Source: an optimization exercise on an open RTL-to-GDS flow (aim: small area, a short achievable clock period and few clock cycles per item). Production flows keep margins and buffers that such runs may drop. The RTL was checked by simulation tests, not by an equivalence proof against the original design.

File: design/flow/run.sh
#!/bin/bash
# synth_recipe.tcl (not shown) runs the flow's synth.tcl, then flattens the netlist and writes it again
# the make line also repeats each setting of config.mk as NAME=value (left out here)
make -C /OpenROAD-flow-scripts/flow DESIGN_CONFIG=/design/flow/config.mk WORK_HOME=/design/flow/orfs CLKGATE_MAP_FILE= SYNTH_SCRIPT=/design/flow/synth_recipe.tcl finish
File: design/flow/config.mk
export PLATFORM = sky130hd
export DESIGN_NAME = mont_redc_ws
export DESIGN_NICKNAME = mont_redc_ws
export VERILOG_FILES = /design/flow/design.v
export SDC_FILE = /design/flow/constraint.sdc
export NUM_CORES = 4
export LEC_CHECK = 0
export CAP_MARGIN = 20
export CORE_MARGIN = 2
export CORE_UTILIZATION = 40
export SLEW_MARGIN = 20
File: design/flow/constraint.sdc
create_clock -name core_clock -period 16.0 [get_ports {clk}]
set_input_delay 3.2000 -clock core_clock [delete_from_list [all_inputs] [get_ports {clk}]]
set_output_delay 3.2000 -clock core_clock [all_outputs]
set_load 0.01 [all_outputs]
File: design/flow/design.v
module mont_redc_ws #(
    parameter int P_WIDTH  = 64,
    parameter int W_WIDTH  = 32,
    parameter int PD_WIDTH = 2 * P_WIDTH,
    parameter int NUM_W    = P_WIDTH / W_WIDTH
) (
    input  logic                clk,
    input  logic                rst_n,
    input  logic                in_valid,
    output logic                in_ready,
    input  logic [PD_WIDTH-1:0] Mul_in,
    input  logic [P_WIDTH-1:0]  N_in,
    input  logic [W_WIDTH-1:0]  Nprime_in,
    output logic                out_valid,
    input  logic                out_ready,
    output logic [P_WIDTH-1:0]  res_out,
    output logic [P_WIDTH:0]    res_raw_out
);
    localparam int CNT_W = $clog2(NUM_W + 1);
    localparam int ACC_W = PD_WIDTH + 1;
    localparam int MN_W  = W_WIDTH + P_WIDTH;
    typedef enum logic [1:0] {IDLE, RED, SUB, DONE} state_t;
    state_t             state, state_nxt;
    logic [ACC_W-1:0]   acc;
    logic [P_WIDTH-1:0] n_reg;
    logic [W_WIDTH-1:0] np_reg;
    logic [CNT_W-1:0]   cnt;
    logic               accept;
    logic               last_iter;
    logic [P_WIDTH-1:0] res_q;
    logic [P_WIDTH:0]   raw_q;
    logic [W_WIDTH-1:0] m;
    logic [MN_W-1:0]    m_n;
    logic [ACC_W-1:0]   sum;
    logic [P_WIDTH:0]   raw;
    logic [P_WIDTH-1:0] diff;
    logic               raw_ge_n;
    assign m         = acc[W_WIDTH-1:0] * np_reg;
    assign m_n       = MN_W'(m) * MN_W'(n_reg);
    assign sum       = acc + ACC_W'(m_n);
    assign raw       = acc[P_WIDTH:0];
    assign raw_ge_n  = raw >= {1'b0, n_reg};
    assign diff      = raw[P_WIDTH-1:0] - n_reg;
    assign last_iter = (cnt == CNT_W'(NUM_W - 1));
    assign accept    = in_valid && in_ready;
    assign res_out     = res_q;
    assign res_raw_out = raw_q;
    always_ff @(posedge clk) begin
        if (!rst_n) state <= IDLE;
        else        state <= state_nxt;
    end
    always_comb begin
        state_nxt = state;
        in_ready  = 1'b0;
        unique case (state)
            IDLE: begin
                in_ready = 1'b1;
                if (in_valid) state_nxt = RED;
            end
            RED:  if (last_iter) state_nxt = SUB;
            SUB:  state_nxt = DONE;
            DONE: begin
                in_ready = out_ready;
                if (out_ready) state_nxt = in_valid ? RED : IDLE;
            end
            default: state_nxt = IDLE;
        endcase
    end
    always_ff @(posedge clk) begin
        if (!rst_n) begin
            acc       <= '0;
            n_reg     <= '0;
            np_reg    <= '0;
            cnt       <= '0;
            out_valid <= 1'b0;
            res_q     <= '0;
            raw_q     <= '0;
        end else begin
            if (accept) begin
                acc    <= {1'b0, Mul_in};
                n_reg  <= N_in;
                np_reg <= Nprime_in;
                cnt    <= '0;
            end else if (state == RED) begin
                acc <= sum >> W_WIDTH;
                cnt <= cnt + 1'b1;
            end
            if (state == SUB) begin
                res_q     <= raw_ge_n ? diff : raw[P_WIDTH-1:0];
                raw_q     <= raw;
                out_valid <= 1'b1;
            end else if (state == DONE && out_ready) begin
                out_valid <= 1'b0;
            end
        end
    end
endmodule
==> summary.txt <==
slowest stage cell, crit path o21ai_0; CTS Buf Count 47; number of global-route vias before repair 88400; maxcap violations 0; most frequent cells in the layout inv_1, nand2_1, fa_1, and2_1, ha_1; GR Util met2 approximately 50%; via count 81100; # clock sinks 358; Max-slew headroom 18.4%; status finished clean; synth top area cells fa_1, inv_1, nand2_1; FF-to-FF path depth 48; CP Max Fanout 65; Min Hold Slack ~0.45 ns; Die Area roughly 0.25 mm^2; first-pass GRT wire length 561000 um; Top FF cell, synth dfxtp_1; Synth Register Bits 358; DPL Wire Length 291000 um; Ports 359; ys async rst share 0%; first-pass detailed-route iteration total 8; Post-synth EDFFs 0; HP Class register to register; critical path's largest stage delay 0.70 ns; syn nets 14600; Critical Path Stages 48; Clk pin slew, worst setup/hold paths 0.07 ns; CTS Buffer Depth 3; Final Skew 0.0454 ns; M3 GR Usage 4.65%; Setup crit start kind register; reg2reg start acc[12]$_SDFFE_PN0P_; Final Hold Violating Endpoints 0; Die Wd 501 um; Layout area overhead 9.26%; R2R setup slack 0.61 ns; CP endpoint acc[63]$_SDFFE_PN0P_; H-tree depth 2; DR vias/cell about 5.5; WS Path Type register to register; initial antenna violation count 16; fin crit period roughly 15 ns; final setup fails 0; row count between 150 and 200; gr busiest metal met2; Final Max Slew Viols 0; syn avg cell area 8.56 um^2; input/output buffers 358; Regs by FF count acc (128), raw_q (65); drt wl/cell 25.4 um; synthesized netlist cell count 11600; Critical Path Source acc[12]$_SDFFE_PN0P_; Fmax 0.0650 GHz; Slew @ Worst Pin 1.21 ns; Worst R2R End acc[63]$_SDFFE_PN0P_; DRC violations left 0; most frequent CP cell fa_1; Die Y 501 um; Worst EP arrival 15.95 ns; cell taking the most area after synthesis fa_1; core area roughly 0.25 mm^2; Worst setup EP type register; hold bufs inserted after CTS 0; grt ovf 0; met1 Resource Use GR a little over a third; Netlist cell types 85; GRT Total Usage 30.1%; Final nets roughly 15000; max reg flops 128; largest net degree at the start of global routing 95; WP buf/inv 9; Starting Density 40.2%; post-synthesis sequential area ratio 7.25%; post-synth top area share 47.8%; clk root buf clkbuf_16; Clock Latency Late Sink just over 0.7 ns; post-route ant nets 0; CTS tree built; commonest non-fill, non-tap cell in the layout inv_1; layout cells sized above 1 3.82%; Initial DRC Count 6421; WL final 374000 um; setup TNS 0 ns; global placer's final weighted congestion between 0.9 and 1; area of the mapped netlist 0.0989 mm^2; critical path's top delay family adder cells; Yosys warning total 1; fin crit share 96.2%; CP required 16.56 ns; Largest Register acc
area by class of cell:
class	instances	area, um^2
clock buffers	63	1360
flip-flops and latches	358	7180
inverters	2395	9000
diodes	12	30.0
clock inverters	22	322
multi-input cells	8040	80300
fillers	24300	138000
well taps	3220	4030
repair buffers	617	5880
routing by layer:
metal / wire (um) / part of all wire, %
met5: 9 / 0.0024
met4: 29000 / 7.7
met3: 28500 / 7.6
met2: 177000 / 47
met1: 139000 / 37
synthesized netlist by cell type, types with 16 or more instances:
cell type,n
o21a_1,19
a211oi_1,52
or3_1,21
nand3_1,106
a311oi_1,17
nor4_1,22
ha_1,480
o211ai_1,35
buf_1,16
nor2b_1,23
a21o_1,93
xnor2_1,152
dfxtp_1,358
clkbuf_1,714
nor2_1,275
o21bai_1,49
and2_1,600
nor3_1,43
o21ai_0,215
fa_1,2362
nand4_1,81
buf_2,23
nand2b_1,83
a21oi_1,468
a31oi_1,56
nand2_1,2388
inv_1,2394
mux2i_1,115
xor2_1,51
and3_1,42
tightest hold or removal path: stages, from the launching register on:
cell,delay [ns]
dfxtp_1,0.30
nand2_1,0.05
a21oi_1,0.05
worst min-delay path by stage:
stage                               to  slack, ns               startpoint  cells past startpoint
6_report        n_reg[55]$_SDFFE_PN0P_       0.45   n_reg[55]$_SDFFE_PN0P_                      2
5_1_grt         n_reg[58]$_SDFFE_PN0P_       0.48   n_reg[58]$_SDFFE_PN0P_                      2
4_1_cts         n_reg[60]$_SDFFE_PN0P_       0.46   n_reg[60]$_SDFFE_PN0P_                      2
3_5_place_dp    n_reg[60]$_SDFFE_PN0P_       0.45   n_reg[60]$_SDFFE_PN0P_                      2
3_3_place_gp    n_reg[59]$_SDFFE_PN0P_       0.44   n_reg[59]$_SDFFE_PN0P_                      2
2_1_floorplan  np_reg[31]$_SDFFE_PN0P_       0.44  np_reg[31]$_SDFFE_PN0P_                      2
through the flow:
step / cell area (um^2) / worst slack (ns) / utilization (%) / std cells
after global routing: 108000 / -0.000545 / 43.9 / 14700
after CTS: 108000 / 0.0336 / 43.9 / 14700
after detailed placement: 106000 / 0.0704 / 43.2 / 14600
after floorplan: 98900 / 2.29 / - / 11600
after global placement: 106000 / 0.240 / 43.2 / 14600
final: 108000 / 0.606 / 43.9 / 14700
cells by family (layout without fill, tap and decap cells):
kind of cell	Yosys count	in the layout	synth area share (%)
compound gates	1133	1133	6.98
mux	118	118	1.20
simple gates	3744	3744	16.9
other cells	0	12	0
xor+xnor	203	203	1.80
fa+ha+maj	2842	2842	53.9
flops	358	358	7.25
buf+inv	3153	3097	12.0
timing repair:
item                       in CTS  in global routing
resized for setup               0                 20
hold endpoints to repair        0                  0
setup endpoints to repair       0                 50
buffers inserted                0                  1
Testbench counts, summed over its fixed seeds: cycles 19,208, items 4,800.

## what the ideal ports hide
Ports are ideal in the flow. The routed layout listed here was re-timed in OpenROAD. Step 1, drivers: a clkbuf_16 drives clk and a buf_2 each remaining input, both assumed. Step 2 moves the port delays by t, midway between the first and last clock arrival at a register: inputs arrive t later, outputs are due t later. That takes back most of the time a late clock gives input paths. a / b / c = ideal ports / drivers / drivers and shift; a / b = the first two.
shift t [ns]: 0.799
setup slack, ns: 0.606 / 0.606 / 0.606
clock arrival spread, ns: 0.046 / 0.046
After both steps setup and hold are still met in this run. The setup slack of this run moves by 0.000 ns with the drivers and by 0.000 ns with both steps.
